Context: an optimization exercise on an open-source flow, tuned for small area, a short achievable clock period and few clock cycles. The choices shown serve that exercise and are no tape-out recipe.
Only simulation tests tie the RTL to the original design; equivalence was not proved.

==> inputs of 04-27 <==
==> flow/design.v <==
package yrm_pkg;
	typedef struct packed {
		logic [7:0] red;
		logic [7:0] green;
		logic [7:0] blue;
	} rgb_t;
	function automatic logic [1:0] mod3(input logic [9:0] v);
		logic [4:0] s;
		logic [2:0] t;
		logic [1:0] u;
		s = 5'(v[1:0]) + 5'(v[3:2]) + 5'(v[5:4]) + 5'(v[7:6]) + 5'(v[9:8]);
		t = 3'(s[1:0]) + 3'(s[3:2]) + 3'(s[4]);
		u = 2'(t[1:0] + 2'(t[2]));
		mod3 = (u == 2'd3) ? 2'd0 : u;
	endfunction
	function automatic logic [19:0] rca(input logic [19:0] a, input logic [19:0] b);
		rca = a + b;
	endfunction
endpackage
module yrm_convert (
	input  logic [7:0]         luma,
	input  logic signed [18:0] kr,
	input  logic signed [18:0] kg,
	input  logic signed [18:0] kb,
	output yrm_pkg::rgb_t      rgb
);
	logic [19:0] y5, y9, py, accr, accg, accb;
	function automatic logic [7:0] clamp8(input logic [19:0] acc);
		if (acc[18]) begin
			clamp8 = 8'd0;
		end else if (acc[17:16] != 2'b00) begin
			clamp8 = 8'hff;
		end else begin
			clamp8 = acc[15:8];
		end
	endfunction
	assign y5   = yrm_pkg::rca(20'(luma), 20'({luma, 2'b0}));
	assign y9   = yrm_pkg::rca(20'(luma), 20'({luma, 3'b0}));
	assign py   = yrm_pkg::rca({y5[18:0], 1'b0}, {y9[14:0], 5'b0});
	assign accr = yrm_pkg::rca(py, 20'(kr));
	assign accg = yrm_pkg::rca(py, 20'(kg));
	assign accb = yrm_pkg::rca(py, 20'(kb));
	assign rgb.red   = clamp8(accr);
	assign rgb.green = clamp8(accg);
	assign rgb.blue  = clamp8(accb);
endmodule
module yrm_chroma (
	input  logic [7:0]         u,
	input  logic [7:0]         v,
	output logic signed [18:0] kr,
	output logic signed [18:0] kg,
	output logic signed [18:0] kb
);
	logic [19:0] v3, v409, u25, v13, ug, kr_w, kg_w, kb_w;
	assign v3   = yrm_pkg::rca(20'(v), 20'({v, 1'b0}));
	assign v409 = yrm_pkg::rca(yrm_pkg::rca({v3[12:0], 7'b0}, {v3[16:0], 3'b0}), 20'(v));
	assign kr_w = yrm_pkg::rca(v409, 20'(-20'sd56992));
	assign u25  = yrm_pkg::rca(yrm_pkg::rca(20'(u), 20'({u, 3'b0})), 20'({u, 4'b0}));
	assign v13  = yrm_pkg::rca(yrm_pkg::rca(20'(v), 20'({v, 2'b0})), 20'({v, 3'b0}));
	assign ug   = yrm_pkg::rca({u25[17:0], 2'b0}, {v13[15:0], 4'b0});
	assign kg_w = yrm_pkg::rca(~ug, 20'(34785));
	assign kb_w = yrm_pkg::rca(yrm_pkg::rca(20'({u, 9'b0}), 20'({u, 2'b0})), 20'(-20'sd70688));
	assign kr   = kr_w[18:0];
	assign kg   = kg_w[18:0];
	assign kb   = kb_w[18:0];
endmodule
module yrm_red_mask (
	input  yrm_pkg::rgb_t rgb_in,
	input  logic          mask,
	output yrm_pkg::rgb_t rgb_out
);
	logic [7:0]  r, g, b, gn, bn;
	logic [19:0] u1, u2, lin1, lin2;
	logic        simple, red;
	assign r  = rgb_in.red;
	assign g  = rgb_in.green;
	assign b  = rgb_in.blue;
	assign gn = ~g;
	assign bn = ~b;
	assign u1   = yrm_pkg::rca(20'(r), 20'(gn));
	assign u2   = yrm_pkg::rca(20'(r), 20'(bn));
	assign lin1 = yrm_pkg::rca(yrm_pkg::rca({u1[17:0], 2'b0}, u1), 20'({b, 1'b0}));
	assign lin2 = yrm_pkg::rca(yrm_pkg::rca({u2[17:0], 2'b0}, u2), 20'({g, 1'b0}));
	assign simple = r >= 8'd115 && g[7:6] == 2'b00 && b[7:6] == 2'b00;
	assign red    = simple || (lin1[11:0] >= 12'd1913 && lin2[11:0] >= 12'd1913);
	assign rgb_out.red   = mask ? 8'd0 : r;
	assign rgb_out.green = mask ? {8{red}} : g;
	assign rgb_out.blue  = mask ? 8'd0 : b;
endmodule
module yuyv_to_rgb_red_mask_core (
	input  logic       clk,
	input  logic       arst_n,
	input  logic       pix_in_valid,
	output logic       pix_in_ready,
	input  logic [7:0] pix_in_luma0,
	input  logic [7:0] pix_in_chroma_u,
	input  logic [7:0] pix_in_luma1,
	input  logic [7:0] pix_in_chroma_v,
	input  logic [9:0] pix_in_column,
	input  logic [8:0] pix_in_row,
	output logic       pix_out_valid,
	input  logic       pix_out_ready,
	output logic [7:0] pix_out_red0,
	output logic [7:0] pix_out_green0,
	output logic [7:0] pix_out_blue0,
	output logic [7:0] pix_out_red1,
	output logic [7:0] pix_out_green1,
	output logic [7:0] pix_out_blue1
);
	logic          v_a, v_c, ld_a, ld_c;
	logic [1:0]    rcol, rrow;
	logic [7:0]    y0_a, y1_a, u_a, v_a_q;
	logic          m0_a, m1_a, m0_c, m1_c;
	logic signed [18:0] kr, kg, kb;
	yrm_pkg::rgb_t rgb0, rgb1, rgb0_c, rgb1_c, out0, out1;
	assign ld_c = !v_c || pix_out_ready;
	assign ld_a = !v_a || ld_c;
	assign pix_in_ready  = ld_a;
	assign pix_out_valid = v_c;
	always_ff @(posedge clk or negedge arst_n) begin
		if (!arst_n) begin
			v_a <= 1'b0;
			v_c <= 1'b0;
		end else begin
			if (ld_a) v_a <= pix_in_valid;
			if (ld_c) v_c <= v_a;
		end
	end
	assign rcol = yrm_pkg::mod3(pix_in_column);
	assign rrow = yrm_pkg::mod3({1'b0, pix_in_row});
	always_ff @(posedge clk) begin
		if (ld_a) begin
			y0_a  <= pix_in_luma0;
			y1_a  <= pix_in_luma1;
			u_a   <= pix_in_chroma_u;
			v_a_q <= pix_in_chroma_v;
			m0_a  <= rrow != 2'd0 && rcol != 2'd0;
			m1_a  <= rrow != 2'd0 && rcol != 2'd2;
		end
		if (ld_c) begin
			rgb0_c <= rgb0;
			rgb1_c <= rgb1;
			m0_c   <= m0_a;
			m1_c   <= m1_a;
		end
	end
	yrm_chroma   u_chroma (.u(u_a), .v(v_a_q), .kr(kr), .kg(kg), .kb(kb));
	yrm_convert  u_conv0 (.luma(y0_a), .kr(kr), .kg(kg), .kb(kb), .rgb(rgb0));
	yrm_convert  u_conv1 (.luma(y1_a), .kr(kr), .kg(kg), .kb(kb), .rgb(rgb1));
	yrm_red_mask u_mask0 (.rgb_in(rgb0_c), .mask(m0_c), .rgb_out(out0));
	yrm_red_mask u_mask1 (.rgb_in(rgb1_c), .mask(m1_c), .rgb_out(out1));
	assign pix_out_red0   = out0.red;
	assign pix_out_green0 = out0.green;
	assign pix_out_blue0  = out0.blue;
	assign pix_out_red1   = out1.red;
	assign pix_out_green1 = out1.green;
	assign pix_out_blue1  = out1.blue;
endmodule
==> flow/run.sh <==
#!/bin/bash
# synth_recipe.tcl (not shown) runs the flow's synth.tcl, then flattens the netlist and writes it again
# the make line also repeats each setting of config.mk as NAME=value (left out here)
make -C /OpenROAD-flow-scripts/flow DESIGN_CONFIG=/design/flow/config.mk WORK_HOME=/design/flow/orfs CLKGATE_MAP_FILE= SYNTH_SCRIPT=/design/flow/synth_recipe.tcl finish
==> flow/config.mk <==
export PLATFORM = sky130hd
export DESIGN_NAME = yuyv_to_rgb_red_mask_core
export DESIGN_NICKNAME = yuyv_to_rgb_red_mask_core
export VERILOG_FILES = /design/flow/design.v
export SDC_FILE = /design/flow/constraint.sdc
export NUM_CORES = 4
export LEC_CHECK = 0
export CAP_MARGIN = 20
export CORE_MARGIN = 2
export CORE_UTILIZATION = 40
export PLACE_DENSITY = 0.6
export SLEW_MARGIN = 20
==> flow/constraint.sdc <==
create_clock -name core_clock -period 6.5 [get_ports {clk}]
set_input_delay 1.3000 -clock core_clock [delete_from_list [all_inputs] [get_ports {clk}]]
set_output_delay 1.3000 -clock core_clock [all_outputs]
set_load 0.01 [all_outputs]
==> inputs of 11-08, as changes to 04-27 <==
--- a/flow/design.v
+++ b/flow/design.v
@@ -14,7 +14,12 @@
 		mod3 = (u == 2'd3) ? 2'd0 : u;
 	endfunction
 	function automatic logic [19:0] rca(input logic [19:0] a, input logic [19:0] b);
-		rca = a + b;
+		logic c;
+		c = 1'b0;
+		for (int i = 0; i < 20; i++) begin
+			rca[i] = a[i] ^ b[i] ^ c;
+			c = (a[i] & b[i]) | (c & (a[i] ^ b[i]));
+		end
 	endfunction
 endpackage
 module yrm_convert (
==> inputs of 04-03, as changes to 04-27 <==
--- a/flow/design.v
+++ b/flow/design.v
@@ -4,14 +4,17 @@
 		logic [7:0] green;
 		logic [7:0] blue;
 	} rgb_t;
-	function automatic logic [1:0] mod3(input logic [9:0] v);
-		logic [4:0] s;
-		logic [2:0] t;
-		logic [1:0] u;
-		s = 5'(v[1:0]) + 5'(v[3:2]) + 5'(v[5:4]) + 5'(v[7:6]) + 5'(v[9:8]);
-		t = 3'(s[1:0]) + 3'(s[3:2]) + 3'(s[4]);
-		u = 2'(t[1:0] + 2'(t[2]));
-		mod3 = (u == 2'd3) ? 2'd0 : u;
+	function automatic logic [2:0] dig3(input logic [1:0] d);
+		dig3 = {d == 2'd2, d == 2'd1, d == 2'd0 || d == 2'd3};
+	endfunction
+	function automatic logic [2:0] add3(input logic [2:0] a, input logic [2:0] b);
+		add3[0] = (a[0] & b[0]) | (a[1] & b[2]) | (a[2] & b[1]);
+		add3[1] = (a[0] & b[1]) | (a[1] & b[0]) | (a[2] & b[2]);
+		add3[2] = (a[0] & b[2]) | (a[2] & b[0]) | (a[1] & b[1]);
+	endfunction
+	function automatic logic [2:0] mod3(input logic [9:0] v);
+		mod3 = add3(add3(add3(dig3(v[1:0]), dig3(v[3:2])), add3(dig3(v[5:4]), dig3(v[7:6]))),
+			dig3(v[9:8]));
 	endfunction
 	function automatic logic [19:0] rca(input logic [19:0] a, input logic [19:0] b);
 		rca = a + b;
@@ -69,20 +72,19 @@
 	input  logic          mask,
 	output yrm_pkg::rgb_t rgb_out
 );
-	logic [7:0]  r, g, b, gn, bn;
-	logic [19:0] u1, u2, lin1, lin2;
-	logic        simple, red;
+	logic [7:0]         r, g, b, hi, lo;
+	logic signed [8:0]  t;
+	logic signed [12:0] lin;
+	logic               simple, red;
 	assign r  = rgb_in.red;
 	assign g  = rgb_in.green;
 	assign b  = rgb_in.blue;
-	assign gn = ~g;
-	assign bn = ~b;
-	assign u1   = yrm_pkg::rca(20'(r), 20'(gn));
-	assign u2   = yrm_pkg::rca(20'(r), 20'(bn));
-	assign lin1 = yrm_pkg::rca(yrm_pkg::rca({u1[17:0], 2'b0}, u1), 20'({b, 1'b0}));
-	assign lin2 = yrm_pkg::rca(yrm_pkg::rca({u2[17:0], 2'b0}, u2), 20'({g, 1'b0}));
+	assign hi = (g >= b) ? g : b;
+	assign lo = (g >= b) ? b : g;
+	assign t  = $signed({1'b0, r}) - $signed({1'b0, hi});
+	assign lin = 13'(t) * 13'sd5 + $signed({4'b0, lo, 1'b0});
 	assign simple = r >= 8'd115 && g[7:6] == 2'b00 && b[7:6] == 2'b00;
-	assign red    = simple || (lin1[11:0] >= 12'd1913 && lin2[11:0] >= 12'd1913);
+	assign red    = simple || lin >= 13'sd638;
 	assign rgb_out.red   = mask ? 8'd0 : r;
 	assign rgb_out.green = mask ? {8{red}} : g;
 	assign rgb_out.blue  = mask ? 8'd0 : b;
@@ -108,7 +110,7 @@
 	output logic [7:0] pix_out_blue1
 );
 	logic          v_a, v_c, ld_a, ld_c;
-	logic [1:0]    rcol, rrow;
+	logic [2:0]    rcol, rrow;
 	logic [7:0]    y0_a, y1_a, u_a, v_a_q;
 	logic          m0_a, m1_a, m0_c, m1_c;
 	logic signed [18:0] kr, kg, kb;
@@ -134,8 +136,8 @@
 			y1_a  <= pix_in_luma1;
 			u_a   <= pix_in_chroma_u;
 			v_a_q <= pix_in_chroma_v;
-			m0_a  <= rrow != 2'd0 && rcol != 2'd0;
-			m1_a  <= rrow != 2'd0 && rcol != 2'd2;
+			m0_a  <= !rrow[0] && !rcol[0];
+			m1_a  <= !rrow[0] && !rcol[2];
 		end
 		if (ld_c) begin
 			rgb0_c <= rgb0;
==> impl_metrics.tcl <==
set metrics [dict create \
    nets 2260 \
    synthMuxAreaShare 0.006328 \
    avgSynthCellArea_um2 8.871 \
    status "finished clean" \
    die_y_um 197.8 \
    synth-adder-area-share 0.3234 \
    multi_input_area_um2 12030 \
    min_to "m1_c" \
    path_clk_slew_ps 60 \
    critical_path_class "reg2out" \
    finalSetupTns_ps 0 \
    fin_crit_ps 6446 \
]
That was 04-27.
==> impl_metrics.tcl <==
set metrics [dict create \
    status "finished with violations" \
    check-failures "setup timing" \
    critical_path_class "reg2out" \
    multi_input_area_um2 11640 \
    avgSynthCellArea_um2 8.834 \
    layout_setup_ws_ps -1665 \
    setup_viol 16 \
    die_y_um 194.4 \
]
That was 04-03.
==> impl_metrics.tcl <==
set metrics [dict create \
    synth-adder-area-share 0.5748 \
    check-failures "setup timing" \
    multi_input_area_um2 9072 \
    layout_setup_ws_ps -1170 \
    setup_viol 64 \
    critical_path_class "reg2reg" \
    fin_crit_ps 7670 \
    nets 1774 \
    avgSynthCellArea_um2 11.60 \
    finalSetupTns_ps -64300 \
    rsz0062_at_grt "true" \
    synthMuxAreaShare 0 \
    status "finished with violations" \
    die_y_um 176.0 \
]
That was 11-08.
Testbench counts of 04-27, summed over its fixed seeds: cycles 16,016.
Testbench counts of 11-08, summed over its fixed seeds: cycles 16,016.
Testbench counts of 04-03, summed over its fixed seeds: cycles 16,016.

==> re-timing with driven ports <==
Ports are ideal in the flow. The routed layouts listed here were re-timed in OpenROAD. Step 1 assumes that a clkbuf_16 drives the clock port and a buf_2 every other input. Step 2 times the ports against the registers' clock, not the clock port: input delays grow and output delays shrink by t, the midpoint of the rising clock arrivals with the driver on. Slacks: ideal ports / drivers / drivers and shift; pairs: ideal ports / drivers.
run	t, ns	slack for setup (ns)	worst data-port slew with drivers (ns)	pins driven straight from the clock port
04-27	0.412	0.054 / 0.004 / 0.321	0.04	1
11-08	0.397	-1.170 / -1.212 / -1.170	0.05	1
04-03	0.412	-1.665 / -1.715 / -1.303	0.04	1
